Context: an optimization exercise on an open-source flow, tuned for small area. The choices shown serve that exercise and are no tape-out recipe. Function was checked by simulation only, so behaviour that the tests miss may differ from the original.

Design fpgaSynth, start of the top module:
module fpgaSynth (
	input  logic        MAX10_CLK2_50,
	input  logic        arstN,
	input  logic        cfgWe,
	input  logic        cfgKind,
	input  logic [1:0]  cfgVoice,
	input  logic [31:0] cfgData,
	output logic        i2sSclk,
	output logic        i2sLrclk,
	output logic        i2sData
);
For scale: roughly 2300 cells after synthesis, roughly 510 flip-flops.
export LEC_CHECK = 0
export CAP_MARGIN = 20
export CORE_MARGIN = 2
export CORE_UTILIZATION = 40
export CTS_BUF_LIST = sky130_fd_sc_hd__clkbuf_8
export CTS_CLUSTER_SIZE = 40
export HOLD_SLACK_MARGIN = 0
export SLEW_MARGIN = 20
create_clock -name core_clock -period 12.0 [get_ports {MAX10_CLK2_50}]
run.sh (not shown) runs the stock make flow with config.mk's settings and CLKGATE_MAP_FILE= SYNTH_SCRIPT=/design/flow/synth_recipe.tcl, a recipe that flattens the netlist after the stock synthesis.
The first run produced a clean layout.
Then changed:
Settings changed: CTS_BUF_LIST sky130_fd_sc_hd__clkbuf_8 to unset, CTS_CLUSTER_SIZE 40 to unset, HOLD_SLACK_MARGIN 0 to unset.
After rerunning: First-iteration DRC count rises by a few percent; sequential cell count does not change; global-route usage fell by 0.22 points; wire length shrinks slightly.

fpgaSynth, a different RTL version from the one above (not shown whole).
Size in the first run: ~41 I/O pins, roughly 26000 µm² of cells after synthesis.
Settings: LEC_CHECK=0, CAP_MARGIN=20, CORE_MARGIN=2, CORE_UTILIZATION=55, CTS_BUF_LIST=sky130_fd_sc_hd__clkbuf_16, CTS_CLUSTER_DIAMETER=100, CTS_CLUSTER_SIZE=28, SLEW_MARGIN=20; clock period 12.0 ns.
standard.sh (not shown) runs the stock make flow with config.mk's settings and CLKGATE_MAP_FILE= SYNTH_SCRIPT=/design/flow/synth_recipe.tcl, a recipe that flattens the netlist after the stock synthesis.
==> flow/flow/run.sh <==
#!/bin/bash
# Layout flow: the standard ORFS layout, with one change to synthesis.
# Yosys's "synth" normally runs a quick "abc -fast" before ORFS extracts full
# adders; that pass rewrites the explicit carry-save adder trees with mixed
# polarities, and the extracted full adders then need inverters between them.
# SYNTH_ARGS=-noabc skips only that early pass; ORFS's own ABC mapping still
# runs afterwards, and registers, floorplan, power grid, placement, CTS and
# routing are the standard ones.
set -euo pipefail
export SYNTH_ARGS="-noabc"
bash standard.sh > standard_flow.log 2>&1
Edit:
==> flow/run.sh (new file) <==
#!/bin/bash
# synth_recipe.tcl (not shown) runs the flow's synth.tcl, then flattens the netlist and writes it again
# the make line also repeats each setting of config.mk as NAME=value (left out here)
make -C /OpenROAD-flow-scripts/flow DESIGN_CONFIG=/design/flow/config.mk WORK_HOME=/design/flow/orfs CLKGATE_MAP_FILE= SYNTH_SCRIPT=/design/flow/synth_recipe.tcl finish
removed: flow/flow/run.sh
removed: flow/standard.sh
Outcome:
- cell area came out higher by 3.7%
- worst setup slack is worse by 0.37 ns
- via count came out higher by 9.6%
- die area came out higher by 2.8%
- utilization came out higher by 0.56 points
- fmax came out lower by 4.2%
Edit:
==> flow/flow/run.sh (new file) <==
#!/bin/bash
# Layout flow: the standard ORFS layout with two changes.
# 1. Yosys's "synth" normally runs a quick "abc -fast" before ORFS extracts
#    full adders; that pass rewrites the explicit carry-save adder trees with
#    mixed polarities, and the extracted full adders then need inverters
#    between them. SYNTH_ARGS=-noabc skips only that early pass; ORFS's own
#    ABC mapping still runs afterwards.
# 2. Every port still gets its own buffer, but a plain buf_1 instead of the
#    clkdlybuf4s50_1 that buffer_ports picks by default.
# Registers, floorplan, power grid, placement, CTS and routing are standard.
set -euo pipefail
export SYNTH_ARGS="-noabc"
export BUFFER_PORTS_ARGS="-buffer_cell sky130_fd_sc_hd__buf_1"
bash standard.sh > standard_flow.log 2>&1
==> flow/standard.sh (new file) <==
#!/bin/bash
# synth_recipe.tcl (not shown) runs the flow's synth.tcl, then flattens the netlist and writes it again
# the make line also repeats each setting of config.mk as NAME=value (left out here)
make -C /OpenROAD-flow-scripts/flow DESIGN_CONFIG=/design/flow/config.mk WORK_HOME=/design/flow/orfs CLKGATE_MAP_FILE= SYNTH_SCRIPT=/design/flow/synth_recipe.tcl "${@:-finish}"
- CAP_MARGIN: 20 -> 5
- CORE_UTILIZATION: 55 -> 70
- SLEW_MARGIN: 20 -> 5
removed: flow/run.sh
Outcome: Clock skew grows by 0.0044 ns; setup slack improves by 0.45 ns; via count fell by a little under a tenth; count of clock-buffer cells in the layout is unchanged; final cell count fell by about a fifth; design area decreases by a few percent.
Edit:
- CAP_MARGIN: 5 -> 20
- CORE_UTILIZATION: 70 -> 55
- SLEW_MARGIN: 5 -> 20
What happened: Final area is higher by 0.73%; routed wire length is higher by about 2.5%; final cell count is higher by about 6%; setup slack loses 0.11 ns.

## old
Another version of the RTL of fpgaSynth (not shown whole).
For scale: ~530 flip-flops, ~41 I/O pins, about 0.025 mm^2 of cells after synthesis.
==> flow/design.v (excerpt) <==
module fpgaSynth (
	input  logic        MAX10_CLK2_50,
	input  logic        arstN,
	input  logic        cfgWe,
	input  logic        cfgKind,
	input  logic [1:0]  cfgVoice,
	input  logic [31:0] cfgData,
	output logic        i2sSclk,
	output logic        i2sLrclk,
	output logic        i2sData
);
	logic [7:0]  c;
	logic        fill;
	logic        running;
	logic [1:0]  vIdx;
	logic        fallTick;
	logic        firstFrame;
	logic        firstVoice;
	assign fallTick   = c[2:0] == 3'd7;
	assign firstFrame = fill && c >= 8'd249 && c <= 8'd252;
	assign firstVoice = vIdx == 2'd0;
	logic [31:0] incrReg [4];
	logic [15:0] ampReg  [4];
	logic [1:0]  waveReg [4];
	logic [3:0]  incrSet;
	always_ff @(posedge MAX10_CLK2_50) begin
		if (cfgWe) begin
			if (!cfgKind) incrReg[cfgVoice] <= cfgData;
			else          ampReg[cfgVoice]  <= cfgData[15:0];
		end
	end
	always_ff @(posedge MAX10_CLK2_50 or negedge arstN) begin
		if (!arstN) begin
			for (int v = 0; v < 4; v++) waveReg[v] <= 2'd3;
			incrSet <= '0;
		end else if (cfgWe) begin
			if (!cfgKind) incrSet[cfgVoice] <= 1'b1;
			else          waveReg[cfgVoice] <= cfgData[17:16];
		end
	end
	logic [31:0] ph [5];
	logic        phCarry;
	logic [31:0] curPhase;
	logic [31:0] curIncr;
	logic [16:0] loCarry;
	logic [15:0] loSum;
	logic [16:0] hiCarry;
	logic [15:0] hiSum;
	logic [16:0] incCarry;
	logic [15:0] incSum;
	logic [31:0] phNext;
	assign curPhase = firstFrame ? 32'd0 : ph[0];
	assign curIncr  = (running && incrSet[vIdx]) ? incrReg[vIdx] : 32'd0;
	assign loCarry[0]  = 1'b0;
	assign hiCarry[0]  = 1'b0;
	assign incCarry[0] = phCarry;
	for (genvar i = 0; i < 16; i++) begin : g_add
		assign loSum[i]      = curPhase[i] ^ curIncr[i] ^ loCarry[i];
		assign loCarry[i+1]  = (curPhase[i] & curIncr[i]) | (loCarry[i] & (curPhase[i] ^ curIncr[i]));
		assign hiSum[i]      = curPhase[16+i] ^ curIncr[16+i] ^ hiCarry[i];
		assign hiCarry[i+1]  = (curPhase[16+i] & curIncr[16+i]) | (hiCarry[i] & (curPhase[16+i] ^ curIncr[16+i]));
		assign incSum[i]     = ph[3][16+i] ^ incCarry[i];
  ...
export LEC_CHECK = 0
export CAP_MARGIN = 20
export CORE_MARGIN = 2
export CORE_UTILIZATION = 70
export CTS_BUF_LIST = sky130_fd_sc_hd__clkbuf_16
export CTS_CLUSTER_DIAMETER = 100
export CTS_CLUSTER_SIZE = 28
export PLACE_DENSITY = 0.8
export SLEW_MARGIN = 20
create_clock -name core_clock -period 12.0 [get_ports {MAX10_CLK2_50}]
==> flow/flow/run.sh <==
#!/bin/bash
# Layout flow: the standard ORFS layout with three changes.
# 1. Yosys's "synth" normally runs a quick "abc -fast" before ORFS extracts
#    full adders; that pass rewrites the explicit carry-save adder trees with
#    mixed polarities, and the extracted full adders then need inverters
#    between them. SYNTH_ARGS=-noabc skips only that early pass; ORFS's own
#    ABC mapping still runs afterwards.
# 2. Adders' carry chains use Yosys's default Brent-Kung lookahead instead of
#    ORFS's Kogge-Stone map: setting SYNTH_OPERATIONS_ARGS (to the harmless
#    -noshare, which the standard flow's synth wrapper passes anyway) replaces the
#    default "-extra-map lcu_kogge_stone.v".
# 3. Every port still gets its own buffer, but a plain buf_1 instead of the
#    clkdlybuf4s50_1 that buffer_ports picks by default.
# Registers, floorplan, power grid, placement, CTS and routing are standard.
set -euo pipefail
export SYNTH_ARGS="-noabc"
export SYNTH_OPERATIONS_ARGS="-noshare"
export BUFFER_PORTS_ARGS="-buffer_cell sky130_fd_sc_hd__buf_1"
bash standard.sh > standard_flow.log 2>&1
old reached the end of the flow, and the finished layout is clean on the timing, design-rule and antenna checks.
#### Input delta (new over old)
# old
export LEC_CHECK = 0
export CAP_MARGIN = 20
export CORE_MARGIN = 2
export CORE_UTILIZATION = 70
export CTS_BUF_LIST = sky130_fd_sc_hd__clkbuf_16
export CTS_CLUSTER_DIAMETER = 100
export CTS_CLUSTER_SIZE = 28
export PLACE_DENSITY = 0.8
export SLEW_MARGIN = 20
create_clock -name core_clock -period 12.0 [get_ports {MAX10_CLK2_50}]
# new
export LEC_CHECK = 0
export CAP_MARGIN = 20
export CORE_MARGIN = 2
export CORE_UTILIZATION = 70
export CTS_BUF_LIST = sky130_fd_sc_hd__clkbuf_16
export CTS_CLUSTER_DIAMETER = 100
export CTS_CLUSTER_SIZE = 28
export SLEW_MARGIN = 20
create_clock -name core_clock -period 12.0 [get_ports {MAX10_CLK2_50}]
==> flow/flow/run.sh <==
#!/bin/bash
# Layout flow: the standard ORFS layout with two changes.
# 1. Yosys's "synth" normally runs a quick "abc -fast" before ORFS extracts
#    full adders; that pass rewrites the explicit carry-save adder trees with
#    mixed polarities, and the extracted full adders then need inverters
#    between them. SYNTH_ARGS=-noabc skips only that early pass; ORFS's own
#    ABC mapping still runs afterwards.
# 2. Every port still gets its own buffer, but a plain buf_1 instead of the
#    clkdlybuf4s50_1 that buffer_ports picks by default.
# Registers, floorplan, power grid, placement, CTS and routing are standard.
set -euo pipefail
export SYNTH_ARGS="-noabc"
export BUFFER_PORTS_ARGS="-buffer_cell sky130_fd_sc_hd__buf_1"
bash standard.sh > standard_flow.log 2>&1
==> summary.txt <==
Across new and old, the outcome is the same: a clean finish for every run.
Taking old as the reference, in new final standard cell count with taps included and fillers excluded went up 79.
Relative to old, the worst-case setup margin in the final layout of new is higher by 0.079 ns.
Delta (new minus old): multiplexer area fraction after synthesis neither gained nor lost much.

==> re-timing with driven ports <==
The flow's constraints put no driver on any port. The routed layouts listed below were extracted and timed again, unchanged, in two steps. Step 1 (the two cells are an assumption about what drives the block):
set clk [get_ports {MAX10_CLK2_50}]
set_driving_cell -lib_cell sky130_fd_sc_hd__clkbuf_16 $clk
set_driving_cell -lib_cell sky130_fd_sc_hd__buf_2 [delete_from_list [all_inputs] $clk]
Step 2 also shifts input and output timing later by t, the mid clock arrival at the registers, as if the neighbouring blocks saw the same clock. a / b / c = ideal ports / drivers / drivers and shift; a / b = the first two.
run | shift t [ns] | setup slack, ns | hold slack, ns | worst register clock-pin slew, ns
the first run of note 1 | 0.734 | 1.129 / 1.129 / 1.129 | 0.404 / 0.404 / 0.404 | 0.07 / 0.07
the second run of note 1 | 0.653 | 1.165 / 1.165 / 1.165 | 0.412 / 0.412 / 0.412 | 0.07 / 0.07
the first run of note 2 | 0.631 | 3.664 / 3.664 / 3.664 | 0.325 / 0.325 / 0.325 | 0.11 / 0.11
the second run of note 2 | 0.634 | 3.298 / 3.298 / 3.298 | 0.330 / 0.330 / 0.330 | 0.11 / 0.11
the third run of note 2 | 0.621 | 3.746 / 3.746 / 3.746 | 0.331 / 0.331 / 0.331 | 0.11 / 0.11
the fourth run of note 2 | 0.653 | 3.639 / 3.639 / 3.639 | 0.327 / 0.327 / 0.327 | 0.11 / 0.11
old | 0.615 | 2.224 / 2.224 / 2.224 | 0.323 / 0.323 / 0.323 | 0.11 / 0.11
new | 0.609 | 2.303 / 2.303 / 2.303 | 0.324 / 0.324 / 0.324 | 0.11 / 0.11
After both steps every run listed still meets setup and hold.
